What follows belongs to an exercise in optimizing a design on an open flow for small area, a short achievable clock period and few clock cycles; a production flow would make more cautious choices. For this run, only the layout was checked, not whether the RTL still works. Power is estimated from default activity; no workload was simulated.

==> design/flow/design.v <==
`default_nettype none
package cnn_pkg;
	localparam int MAX_DIM   = 16;    
	localparam int DIM_W     = 5;
	localparam int IMG_DEPTH = 256;   
	localparam int IMG_AW    = 8;
	localparam int PIX_W     = 8;
	localparam int N_KERN    = 4;
	localparam int N_TAPS    = 9;     
	localparam int BIAS_W    = 16;
	localparam int ACC_W     = 32;
	localparam int REG_AW    = 6;
	localparam int DATA_W    = 32;
	localparam int N_RTAP    = 16;    
	localparam int LB_LEN    = MAX_DIM - 1;
	localparam logic [REG_AW-1:0] REG_DIM         = 6'd0;   
	localparam logic [REG_AW-1:0] REG_LAYER_CFG   = 6'd1;   
	localparam logic [REG_AW-1:0] REG_START       = 6'd2;
	localparam logic [REG_AW-1:0] REG_DONE        = 6'd3;
	localparam logic [REG_AW-1:0] REG_IMG_INDEX   = 6'd4;
	localparam logic [REG_AW-1:0] REG_IMG_DATA    = 6'd5;   
	localparam logic [REG_AW-1:0] REG_BIAS_BASE   = 6'd8;   
	localparam logic [REG_AW-1:0] REG_WEIGHT_BASE = 6'd16;  
	localparam logic [4:0] RESET_BIAS_SHIFT = 5'd9;
	localparam logic [2:0] RESET_ACT_SHIFT  = 3'd7;
	localparam logic ACT_RELU   = 1'b0;   
	localparam logic ACT_LINEAR = 1'b1;   
endpackage
`default_nettype wire
`timescale 1ns/1ps
`default_nettype none
import cnn_pkg::*;
module image_buffer (
	input  wire logic                          clk,
	input  wire logic                          rstn,
	input  wire logic                          we_i,
	input  wire logic [IMG_AW-1:0]             waddr_i,
	input  wire logic [PIX_W-1:0]              wdata_i,
	output      logic [IMG_AW-1:0]             phase_o,
	output      logic [N_RTAP-1:0][PIX_W-1:0]  tap_o      
);
	logic [IMG_AW-1:0]   phase_q;
	logic [IMG_AW-1:0]   slot;       
	logic                pend_q;     
	logic [IMG_AW-2:0]   pend_slot_q;
	logic [PIX_W-1:0]    pend_data_q;
	logic                wr_en;
	logic [IMG_AW-2:0]   wr_slot;
	logic [PIX_W-1:0]    wr_data;
	logic [PIX_W-1:0]    ring [IMG_DEPTH];
	assign phase_o = phase_q;
	assign slot    = waddr_i - phase_q - 1'b1;
	always_ff @(posedge clk or negedge rstn) begin
		if (!rstn) begin
			phase_q <= '0;
			pend_q  <= 1'b0;
		end else begin
			phase_q <= phase_q + 1'b1;
			pend_q  <= we_i && slot[0];
		end
	end
	always_ff @(posedge clk) begin
		pend_slot_q <= slot[IMG_AW-1:1];
		pend_data_q <= wdata_i;
	end
	assign wr_en   = (we_i && !slot[0]) || pend_q;
	assign wr_slot = pend_q ? pend_slot_q : slot[IMG_AW-1:1];
	assign wr_data = pend_q ? pend_data_q : wdata_i;
	for (genvar s = 0; s < IMG_DEPTH; s++) begin : g_slot
		logic [PIX_W-1:0] q;
		if (s % 2 == 0) begin : g_even
			always_ff @(posedge clk) begin
				if (wr_en && wr_slot == IMG_AW'(s / 2))
					q <= wr_data;
				else
					q <= ring[(s + 1) % IMG_DEPTH];
			end
		end else begin : g_odd
			always_ff @(posedge clk) begin
				q <= ring[(s + 1) % IMG_DEPTH];
			end
		end
		assign ring[s] = q;
	end
	for (genvar k = 0; k < N_RTAP; k++) begin : g_tap
		assign tap_o[k] = ring[k * (IMG_DEPTH / N_RTAP)];
	end
endmodule
`default_nettype wire
`timescale 1ns/1ps
`default_nettype none
import cnn_pkg::*;
module reg_bank (
	input  wire logic                                    clk,
	input  wire logic                                    rstn,
	input  wire logic                                    req_i,
	input  wire logic                                    we_i,
	input  wire logic [REG_AW-1:0]                       addr_i,
	input  wire logic [DATA_W-1:0]                       wdata_i,
	input  wire logic                                    done_i,
	output      logic                                    ack_o,
	output      logic [DATA_W-1:0]                       rdata_o,
	output      logic [DIM_W-1:0]                        width_o,
	output      logic [DIM_W-1:0]                        height_o,
	output      logic                                    act_type_o,
	output      logic [4:0]                              bias_shift_o,
	output      logic [2:0]                              act_shift_o,
	output      logic [N_KERN-1:0][BIAS_W-1:0]           bias_o,
	output      logic [N_TAPS-1:0][N_KERN-1:0][PIX_W-1:0] weight_o,
	output      logic                                    start_o,
	output      logic                                    img_we_o,
	output      logic [IMG_AW-1:0]                       img_waddr_o,
	output      logic [PIX_W-1:0]                        img_wdata_o
);
	logic              ack_q;
	logic              wr_q;        
	logic [REG_AW-1:0] waddr_q;
	logic [DATA_W-1:0] wdata_q;
	logic [IMG_AW:0]   img_idx_q;   
	logic [DATA_W-1:0] rd_mux;
	assign ack_o = ack_q;
	always_ff @(posedge clk or negedge rstn) begin
		if (!rstn) begin
			ack_q <= 1'b0;
			wr_q  <= 1'b0;
		end else begin
			ack_q <= req_i;
			wr_q  <= req_i && !ack_q && we_i;
		end
	end
	always_ff @(posedge clk) begin
		waddr_q <= addr_i;
		wdata_q <= wdata_i;
	end
	always_ff @(posedge clk or negedge rstn) begin
		if (!rstn) begin
			width_o      <= DIM_W'(MAX_DIM);
			height_o     <= DIM_W'(MAX_DIM);
			act_type_o   <= ACT_RELU;
			bias_shift_o <= RESET_BIAS_SHIFT;
			act_shift_o  <= RESET_ACT_SHIFT;
			img_idx_q    <= '0;
		end else if (wr_q) begin
			case (waddr_q)
				REG_DIM: begin
					width_o  <= wdata_q[DIM_W-1:0];
					height_o <= wdata_q[16+DIM_W-1:16];
				end
				REG_LAYER_CFG: begin
					act_type_o   <= wdata_q[3];
					bias_shift_o <= wdata_q[12:8];
					act_shift_o  <= wdata_q[15:13];
				end
				REG_IMG_INDEX: img_idx_q <= wdata_q[IMG_AW:0];
				REG_IMG_DATA:  img_idx_q <= img_idx_q + 1'b1;
				default: ;
			endcase
		end
	end
	always_ff @(posedge clk) begin
		if (wr_q) begin
			for (int k = 0; k < N_KERN; k++) begin
				if (waddr_q == REG_BIAS_BASE + REG_AW'(k)) bias_o[k] <= wdata_q[BIAS_W-1:0];
			end
			for (int t = 0; t < N_TAPS; t++) begin
				if (waddr_q == REG_WEIGHT_BASE + REG_AW'(t)) weight_o[t] <= wdata_q;
			end
		end
	end
	assign start_o     = wr_q && (waddr_q == REG_START) && wdata_q[0];
	assign img_we_o    = wr_q && (waddr_q == REG_IMG_DATA);
	assign img_waddr_o = img_idx_q[IMG_AW-1:0];
	assign img_wdata_o = wdata_q[PIX_W-1:0];
	always_comb begin
		rd_mux = '0;
		case (addr_i)
			REG_DIM:       rd_mux = {{(16-DIM_W){1'b0}}, height_o, {(16-DIM_W){1'b0}}, width_o};
			REG_LAYER_CFG: rd_mux = {16'b0, act_shift_o, bias_shift_o, 4'b0, act_type_o, 3'b0};
			REG_DONE:      rd_mux = {{(DATA_W-1){1'b0}}, done_i};
			REG_IMG_INDEX: rd_mux = DATA_W'(img_idx_q);
			default: ;
		endcase
		for (int k = 0; k < N_KERN; k++) begin
			if (addr_i == REG_BIAS_BASE + REG_AW'(k)) rd_mux = DATA_W'(bias_o[k]);
		end
		for (int t = 0; t < N_TAPS; t++) begin
			if (addr_i == REG_WEIGHT_BASE + REG_AW'(t)) rd_mux = weight_o[t];
		end
	end
	always_ff @(posedge clk) begin
		if (!ack_q) begin
			rdata_o <= rd_mux;
		end
	end
endmodule
`default_nettype wire
`timescale 1ns/1ps
`default_nettype none
import cnn_pkg::*;
module frame_sequencer (
	input  wire logic                          clk,
	input  wire logic                          rstn,
	input  wire logic                          start_i,
	input  wire logic [DIM_W-1:0]              width_i,
	input  wire logic [DIM_W-1:0]              height_i,
	input  wire logic [IMG_AW-1:0]             phase_i,
	input  wire logic [N_RTAP-1:0][PIX_W-1:0]  tap_i,
	output      logic [PIX_W-1:0]              top_o,
	output      logic [PIX_W-1:0]              mid_o,
	output      logic [PIX_W-1:0]              bot_o,
	output      logic                          first_col_o,   
	output      logic                          top_zero_o,    
	output      logic                          beat_o,        
	output      logic                          last_o         
);
	logic             wait_q;
	logic             run_q;
	logic             go;
	logic [3:0]       tap_sel_q;
	logic [DIM_W-1:0] col_q;
	logic [DIM_W-1:0] row_q;
	logic [PIX_W-1:0] x_q;
	logic [LB_LEN-1:0][PIX_W-1:0] lb1_q;
	logic [LB_LEN-1:0][PIX_W-1:0] lb2_q;
	logic [PIX_W-1:0] mid_q;
	logic [PIX_W-1:0] top_q;
	assign go = (start_i || wait_q) && (phase_i[3:0] == 4'hf);
	always_ff @(posedge clk or negedge rstn) begin
		if (!rstn) begin
			wait_q      <= 1'b0;
			run_q       <= 1'b0;
			tap_sel_q   <= '0;
			col_q       <= '0;
			row_q       <= '0;
			first_col_o <= 1'b0;
			top_zero_o  <= 1'b0;
			beat_o      <= 1'b0;
			last_o      <= 1'b0;
		end else begin
			if (go) begin
				wait_q    <= 1'b0;
				run_q     <= 1'b1;
				tap_sel_q <= 4'd15 - phase_i[7:4];
				col_q     <= '0;
				row_q     <= '0;
			end else begin
				if (start_i) wait_q <= 1'b1;
				if (run_q) begin
					if (row_q == height_i + 1'b1) begin
						run_q <= 1'b0;
					end else if (col_q == width_i - 1'b1) begin
						col_q <= '0;
						row_q <= row_q + 1'b1;
					end else begin
						col_q <= col_q + 1'b1;
					end
				end
			end
			first_col_o <= (col_q == '0);
			top_zero_o  <= (row_q <= DIM_W'(1));
			beat_o      <= run_q && (row_q != '0) && !(row_q == DIM_W'(1) && col_q == '0);
			last_o      <= run_q && (row_q == height_i + 1'b1);
		end
	end
	always_ff @(posedge clk) begin
		x_q <= (run_q && row_q < height_i) ? tap_i[tap_sel_q] : '0;
	end
	always_ff @(posedge clk) begin
		lb1_q <= {lb1_q[LB_LEN-2:0], x_q};
		lb2_q <= {lb2_q[LB_LEN-2:0], mid_q};
		mid_q <= (width_i == DIM_W'(1)) ? x_q   : lb1_q[width_i - 2'd2];
		top_q <= (width_i == DIM_W'(1)) ? mid_q : lb2_q[width_i - 2'd2];
	end
	assign bot_o = x_q;
	assign mid_o = mid_q;
	assign top_o = top_q;
endmodule
`default_nettype wire
`timescale 1ns/1ps
`default_nettype none
import cnn_pkg::*;
module conv_kernel (
	input  wire logic                         clk,
	input  wire logic [PIX_W-1:0]             top_i,
	input  wire logic [PIX_W-1:0]             mid_i,
	input  wire logic [PIX_W-1:0]             bot_i,
	input  wire logic                         first_col_i,
	input  wire logic                         top_zero_i,
	input  wire logic [N_TAPS-1:0][PIX_W-1:0] weight_i,
	input  wire logic [BIAS_W-1:0]            bias_i,
	input  wire logic [4:0]                   bias_shift_i,
	input  wire logic [2:0]                   act_shift_i,
	input  wire logic                         act_type_i,
	output      logic [PIX_W-1:0]             act_o
);
	logic signed [PIX_W:0]   px [3];      
	logic signed [17:0]      col [3];     
	logic signed [17:0]      a1_q;
	logic signed [18:0]      a2_q;
	logic signed [19:0]      y_q;
	logic signed [ACC_W-1:0] bias_q;
	logic signed [ACC_W-1:0] total;
	logic signed [ACC_W-1:0] scaled;
	logic        [PIX_W-1:0] act_nxt;
	always_comb begin
		px[0] = top_zero_i ? '0 : $signed({1'b0, top_i});
		px[1] = $signed({1'b0, mid_i});
		px[2] = $signed({1'b0, bot_i});
		for (int j = 0; j < 3; j++) begin
			col[j] = px[0] * $signed(weight_i[j]) +
			         px[1] * $signed(weight_i[3 + j]) +
			         px[2] * $signed(weight_i[6 + j]);
		end
	end
	always_ff @(posedge clk) begin
		a1_q   <= col[0];
		a2_q   <= (first_col_i ? 19'sd0 : 19'(a1_q)) + 19'(col[1]);
		y_q    <= 20'(a2_q) + (first_col_i ? 20'sd0 : 20'(col[2]));
		bias_q <= ACC_W'($signed(bias_i)) <<< bias_shift_i;
	end
	always_comb begin
		total  = ACC_W'(y_q) + bias_q;
		scaled = total >>> act_shift_i;
		if (act_type_i == ACT_RELU) begin
			if (scaled < 0)
				act_nxt = '0;
			else if (scaled > 255)
				act_nxt = 8'hff;
			else
				act_nxt = scaled[PIX_W-1:0];
		end else begin
			if (scaled < -128)
				act_nxt = 8'h80;
			else if (scaled > 127)
				act_nxt = 8'h7f;
			else
				act_nxt = scaled[PIX_W-1:0];
		end
	end
	always_ff @(posedge clk) begin
		act_o <= act_nxt;
	end
endmodule
`default_nettype wire
`timescale 1ns/1ps
`default_nettype none
import cnn_pkg::*;
module cnn_accel_top (
	input  wire logic                      clk,
	input  wire logic                      rstn,
	input  wire logic                      req_i,
	input  wire logic                      we_i,
	input  wire logic [REG_AW-1:0]         addr_i,
	input  wire logic [DATA_W-1:0]         wdata_i,
	output      logic                      ack_o,
	output      logic [DATA_W-1:0]         rdata_o,
	output      logic [N_KERN*PIX_W-1:0]   out_pixel_o,
	output      logic                      out_valid_o
);
	logic [DIM_W-1:0]                        width;
	logic [DIM_W-1:0]                        height;
	logic                                    act_type;
	logic [4:0]                              bias_shift;
	logic [2:0]                              act_shift;
	logic [N_KERN-1:0][BIAS_W-1:0]           bias;
	logic [N_TAPS-1:0][N_KERN-1:0][PIX_W-1:0] weight;
	logic                                    start;
	logic                                    img_we;
	logic [IMG_AW-1:0]                       img_waddr;
	logic [PIX_W-1:0]                        img_wdata;
	logic [IMG_AW-1:0]                       phase;
	logic [N_RTAP-1:0][PIX_W-1:0]            tap;
	logic [PIX_W-1:0]                        top, mid, bot;
	logic                                    first_col;
	logic                                    top_zero;
	logic                                    beat;
	logic                                    last;
	logic                                    beat_q;     
	logic                                    last_q;
	logic                                    valid_q;    
	logic                                    done_q;
	logic [N_KERN-1:0][N_TAPS-1:0][PIX_W-1:0] kern_w;    
	logic [N_KERN-1:0][PIX_W-1:0]            kern_act;
	reg_bank i_reg_bank (
		.clk          (clk),
		.rstn         (rstn),
		.req_i        (req_i),
		.we_i         (we_i),
		.addr_i       (addr_i),
		.wdata_i      (wdata_i),
		.done_i       (done_q),
		.ack_o        (ack_o),
		.rdata_o      (rdata_o),
		.width_o      (width),
		.height_o     (height),
		.act_type_o   (act_type),
		.bias_shift_o (bias_shift),
		.act_shift_o  (act_shift),
		.bias_o       (bias),
		.weight_o     (weight),
		.start_o      (start),
		.img_we_o     (img_we),
		.img_waddr_o  (img_waddr),
		.img_wdata_o  (img_wdata)
	);
	image_buffer i_image_buffer (
		.clk     (clk),
		.rstn    (rstn),
		.we_i    (img_we),
		.waddr_i (img_waddr),
		.wdata_i (img_wdata),
		.phase_o (phase),
		.tap_o   (tap)
	);
	frame_sequencer i_frame_sequencer (
		.clk         (clk),
		.rstn        (rstn),
		.start_i     (start),
		.width_i     (width),
		.height_i    (height),
		.phase_i     (phase),
		.tap_i       (tap),
		.top_o       (top),
		.mid_o       (mid),
		.bot_o       (bot),
		.first_col_o (first_col),
		.top_zero_o  (top_zero),
		.beat_o      (beat),
		.last_o      (last)
	);
	for (genvar k = 0; k < N_KERN; k++) begin : g_kern
		for (genvar t = 0; t < N_TAPS; t++) begin : g_tap
			assign kern_w[k][t] = weight[t][k];   
		end
		conv_kernel i_conv_kernel (
			.clk          (clk),
			.top_i        (top),
			.mid_i        (mid),
			.bot_i        (bot),
			.first_col_i  (first_col),
			.top_zero_i   (top_zero),
			.weight_i     (kern_w[k]),
			.bias_i       (bias[k]),
			.bias_shift_i (bias_shift),
			.act_shift_i  (act_shift),
			.act_type_i   (act_type),
			.act_o        (kern_act[k])
		);
	end
	always_ff @(posedge clk or negedge rstn) begin
		if (!rstn) begin
			beat_q  <= 1'b0;
			last_q  <= 1'b0;
			valid_q <= 1'b0;
			done_q  <= 1'b0;
		end else begin
			beat_q  <= beat;
			last_q  <= last;
			valid_q <= beat_q;
			if (start)
				done_q <= 1'b0;
			else if (beat_q && last_q)
				done_q <= 1'b1;
		end
	end
	assign out_pixel_o = kern_act;
	assign out_valid_o = valid_q;
endmodule
`default_nettype wire
==> design/flow/run.sh <==
#!/bin/bash
# synth_recipe.tcl (not shown) runs the flow's synth.tcl, then flattens the netlist and writes it again
# the make line also repeats each setting of config.mk as NAME=value (left out here)
make -C /OpenROAD-flow-scripts/flow DESIGN_CONFIG=/design/flow/config.mk WORK_HOME=/design/flow/orfs CLKGATE_MAP_FILE= SYNTH_SCRIPT=/design/flow/synth_recipe.tcl finish
==> design/flow/config.mk <==
export PLATFORM = sky130hd
export DESIGN_NAME = cnn_accel_top
export DESIGN_NICKNAME = cnn_accel_top
export VERILOG_FILES = /design/flow/design.v
export SDC_FILE = /design/flow/constraint.sdc
export NUM_CORES = 4
export LEC_CHECK = 0
export CAP_MARGIN = 20
export CORE_MARGIN = 2
export CORE_UTILIZATION = 40
export SLEW_MARGIN = 20
==> design/flow/constraint.sdc <==
create_clock -name core_clock -period 15.0 [get_ports {clk}]
set_input_delay 3.0000 -clock core_clock [delete_from_list [all_inputs] [get_ports {clk}]]
set_output_delay 3.0000 -clock core_clock [all_outputs]
set_load 0.01 [all_outputs]
==> run summary <==
[final cells by class]
class | count | area share
timing repair buffer | 295 | 0.0114
clock buffer | 473 | 0.0440
sequential | 3200 | 0.308
multi-input combinational | 14066 | 0.537
clock inverter | 154 | 0.00954
tap | 6681 | 0.0377
antenna | 20 | 0.000226
inverter | 3021 | 0.0512
[worst max-delay path: cells and delay by family (launching register included)]
| family | cells | cell delay [ns] |
|---|---|---|
| adders and majority gates | 10 | 4.18 |
| AOI/OAI and AO/OA | 11 | 2.32 |
| buffers and inverters | 7 | 1.32 |
| and+or+nand+nor | 4 | 1.12 |
| DFF | 1 | 0.69 |
| xor gates and xnor gates | 3 | 0.47 |
[worst max path at each step]
| stage | startpoint | endpoint | slack, ns | cells after the start |
|---|---|---|---|---|
| 3_5_place_dp | i_frame_sequencer.mid_q[2] | g_kern[1].i_conv_kernel.a2_q[16] | 4.80 | 37 |
| 2_1_floorplan | i_frame_sequencer.mid_q[7] | g_kern[3].i_conv_kernel.a2_q[17] | 5.72 | 39 |
| 6_report | i_frame_sequencer.top_zero_o | g_kern[0].i_conv_kernel.a2_q[17] | 4.73 | 35 |
| 4_1_cts | i_frame_sequencer.mid_q[4] | g_kern[1].i_conv_kernel.a2_q[16] | 4.81 | 37 |
| 5_1_grt | i_frame_sequencer.mid_q[4] | g_kern[1].i_conv_kernel.a2_q[16] | 4.07 | 37 |
| 3_3_place_gp | i_frame_sequencer.mid_q[2] | g_kern[1].i_conv_kernel.a2_q[18] | 4.84 | 37 |
[synth_stat cells (135+ instances only)]
cell type / number
sky130_fd_sc_hd__nor2b_1: 227
sky130_fd_sc_hd__fa_1: 1609
sky130_fd_sc_hd__nand2b_1: 257
sky130_fd_sc_hd__nor3_1: 155
sky130_fd_sc_hd__a21o_1: 197
sky130_fd_sc_hd__a21oi_1: 1321
sky130_fd_sc_hd__ha_1: 2016
sky130_fd_sc_hd__xnor2_1: 503
sky130_fd_sc_hd__nor2_1: 1354
sky130_fd_sc_hd__mux2i_1: 168
sky130_fd_sc_hd__clkbuf_1: 768
sky130_fd_sc_hd__edfxtp_1: 384
sky130_fd_sc_hd__inv_1: 3017
sky130_fd_sc_hd__nand3_1: 157
sky130_fd_sc_hd__xor2_1: 217
sky130_fd_sc_hd__o21ai_0: 972
sky130_fd_sc_hd__and2_1: 1233
sky130_fd_sc_hd__o21bai_1: 171
sky130_fd_sc_hd__mux4_2: 135
sky130_fd_sc_hd__dfxtp_1: 2753
sky130_fd_sc_hd__nand2_1: 1981
[state kept, by name, summed over array words and instances, names as in the netlist, 64 cells and up]
signal,count
g_kern.i_conv_kernel.y_q,80
g_kern.i_conv_kernel.a2_q,76
i_frame_sequencer.lb2_q,120
i_image_buffer.g_slot.q,2048
g_kern.i_conv_kernel.a1_q,72
i_reg_bank.weight_o,288
g_kern.i_conv_kernel.bias_q,128
i_frame_sequencer.lb1_q,120
i_reg_bank.bias_o,64
[power by group]
group / leakage [nW] / internal [W] / switching [W]
combinational: 67.9 / 0.00198 / 0.00341
clock: 5.80 / 0.00516 / 0.00370
sequential: 26.6 / 0.00894 / 0.000320
[cells by family after synthesis]
group / share of synthesized area
simple gates: 0.133
buf+inv: 0.0732
compound gates: 0.110
fa+ha+maj: 0.285
flops: 0.338
xor+xnor: 0.0313
mux: 0.0291
[cell usage in the layout, fill, tap and decap left out, types with 217 or more instances in the layout]
cell type,count
sky130_fd_sc_hd__nand2b_1,257
sky130_fd_sc_hd__inv_1,3013
sky130_fd_sc_hd__dfxtp_1,2734
sky130_fd_sc_hd__o21ai_0,971
sky130_fd_sc_hd__clkbuf_16,348
sky130_fd_sc_hd__xnor2_1,503
sky130_fd_sc_hd__a21oi_1,1321
sky130_fd_sc_hd__nor2_1,1329
sky130_fd_sc_hd__nand2_1,1981
sky130_fd_sc_hd__ha_1,2015
sky130_fd_sc_hd__nor2b_1,218
sky130_fd_sc_hd__edfxtp_1,384
sky130_fd_sc_hd__fa_1,1609
sky130_fd_sc_hd__xor2_1,217
sky130_fd_sc_hd__and2_1,1234
[per-layer routing]
layer  track usage  part of all wire  up-vias
li1              -                 -    68348
met1         0.306              0.43    71244
met2         0.377              0.45     4231
met3        0.0415             0.067      959
met4        0.0935             0.047       14
met5             0           0.00015        -
[metrics by stage]
| step | std cells | power [W] | instance area (µm²) |
|---|---|---|---|
| global route | 27896 | 0.0245 | 221000 |
| CTS | 27885 | 0.0236 | 221000 |
| global placement | 27257 | 0.0147 | 210000 |
| floorplan | 21195 | 0.0129 | 202000 |
| finish | 27910 | 0.0235 | 222000 |
| detailed placement | 27258 | 0.0147 | 210000 |
==> implementation parameters <==
Parameter                              Value

Outcome
  Outcome  no timing/DRC/antenna violations

Logic synthesis
  Synthesized netlist cell count    21,195
  Net count of the mapped netlist    24,862
  Share of synthesized registers carrying an async set or reset    0.0197
  Cell Area, Synth    202,000 µm²
  Post-synthesis sequential area ratio    0.338
  Flip-flop cell with the highest count after synthesis    sky130_fd_sc_hd__dfxtp_1
  Leading area contributor after synthesis    sky130_fd_sc_hd__dfxtp_1
  Yosys warning count    8
  Number of flip-flops and latches in the synthesized netlist    3,200
  Area contributors post-synth    sky130_fd_sc_hd__dfxtp_1 (27%), sky130_fd_sc_hd__fa_1 (16%), sky130_fd_sc_hd__ha_1 (13%), sky130_fd_sc_hd__edfxtp_1 (5.7%), sky130_fd_sc_hd__inv_1 (5.6%)
  Number of enable flip-flop cells after synthesis    384
  Yosys top cell area share    0.273
  Avg Inst Size Synth    9.52 µm²
  Number of distinct library cells after synthesis    105

Floorplanning
  Area of the core    502,000 µm²
  Cell Rows    260
  Width of the chip    714 µm
  Initial core utilization    0.402
  Total die area    510,000 µm²
  Die Height    714 µm
  Number of I/O pins    108

Min path
  Destination of the worst hold path    i_image_buffer.g_slot[49].q[3]
  Startpoint of the most critical hold path    i_image_buffer.g_slot[50].q[3]
  Worst Hold Path Cells    0
  Class of the tightest hold or removal check    flop to flop

Worst setup path
  Reg2Reg Setup Slack    4.73 ns
  Critical path peak fanout    35
  R2r startpoint    i_frame_sequencer.top_zero_o
  Worst R2R End    g_kern[0].i_conv_kernel.a2_q[17]
  Register-to-Register Path Depth    35
  Slowest library cell on the worst path    sky130_fd_sc_hd__dfrtp_1
  CP startpoint kind    flop
  Data arrival time of the critical path    11.05 ns
  Worst Setup Path Type    flop to flop
  CP endpoint kind    flop
  Data required time of the critical path    15.78 ns
  Worst stage delay on the critical path    0.69 ns
  CP most frequent cell    sky130_fd_sc_hd__fa_1

Power
  Largest voltage drop on the vdd net    0.105 mV
  Total power divided by cell area    106 nW/µm²
  Static power due to leakage    100 nW

Place
  Number of buffer cells added on primary ports    107
  Detail Placement HPWL    451,000 µm
  Gp weighted congestion    0.924
  Post-placement worst setup slack    4.80 ns

Routing
  Total wire length after detailed routing    599,000 µm
  Antenna violation net count after detailed routing    0
  Detailed Routing Iterations Pass 1    6
  Detailed-route wire length per cell    21.5 µm
  Number of design rule violations left after detail routing    0
  Number of vias per cell after detailed routing    5.19
  Total number of vias    144,796
  DRC marker count from the first detailed-route iteration    11,253

Cells and area
  Filler cell count    48,190
  Multi-input gate area    119,000 µm²
  Share of final-layout standard cells stronger than drive strength 1    0.0546
  Final Core Density    0.441
  Total Nets Final    24,589
  Layout overhead on the synthesized area    9.83%
  Register cell area after layout    68,300 µm²

GRT
  First-pass GRT wire length    905,000 µm
  Overflow after GRT    0
  Vias in the first global route    144,688
  Antenna violations before repair    49
  Pin count of the biggest net entering global routing    129
  Global-route usage over all layers    0.232

Timing
  Time the final worst path needs with I/O delays and setup    10.27 ns
  Worst slew slack as a fraction of its limit    0.223
  Sum Neg Setup Slack    0 ns
  Worst clock skew on the final layout    0.113 ns
  Total count of hold-check failures in the final report    0
  Setup violation total in the final timing report    0
  Fin worst setup slack    4.73 ns
  Unrepaired setup endpoints after global routing    no
  Slew of the pin with the lowest slew margin    1.17 ns
  Slew Viols, Final    0
  Max Freq    97.4 MHz
  Post-Route Hold Slack    0.236 ns
  Post-route fraction of the period consumed by the critical path    0.684

Clock tree
  CTS Root Buffer Type    sky130_fd_sc_hd__clkbuf_16
  TritonCTS clock tree    done
  Number of gates given a new drive strength after cts    0
  Hold_buf cts    0
  Post-CTS setup repair buffer count    0
  Clock Latency Late Sink    1.00 ns
  H-Tree Level Count    5
  Number of CTS-inserted buffers    338
  Clock slew at the register clock pins of the worst setup and hold paths    0.07 ns
  Num Clock Sinks    3,200
  Worst-case clock buffer depth    4

Run
  Max capacitance violation total    0

## afterwards: timing with drivers on the ports
The results above use ideal ports. As a check the final layout listed here was re-extracted and re-timed, cells and wires unchanged. Step 1 sets driving cells, clkbuf_16 on the clock port and buf_2 on the other inputs (assumed; they add their load-dependent delay and slew). Step 2 times the ports against the registers' clock, not the clock port: input delays grow and output delays shrink by t, the midpoint of the rising clock arrivals with the driver on. a / b / c = no drivers / after step 1 / after step 2; a / b = the first two.
t (ns): 1.052
slack for setup (ns): 4.733 / 4.733 / 4.733
cell pins on the clock port's net: 1
After both steps setup and hold are still met in this run. The setup slack of this run moves by 0.000 ns with the drivers and by 0.000 ns with both steps.
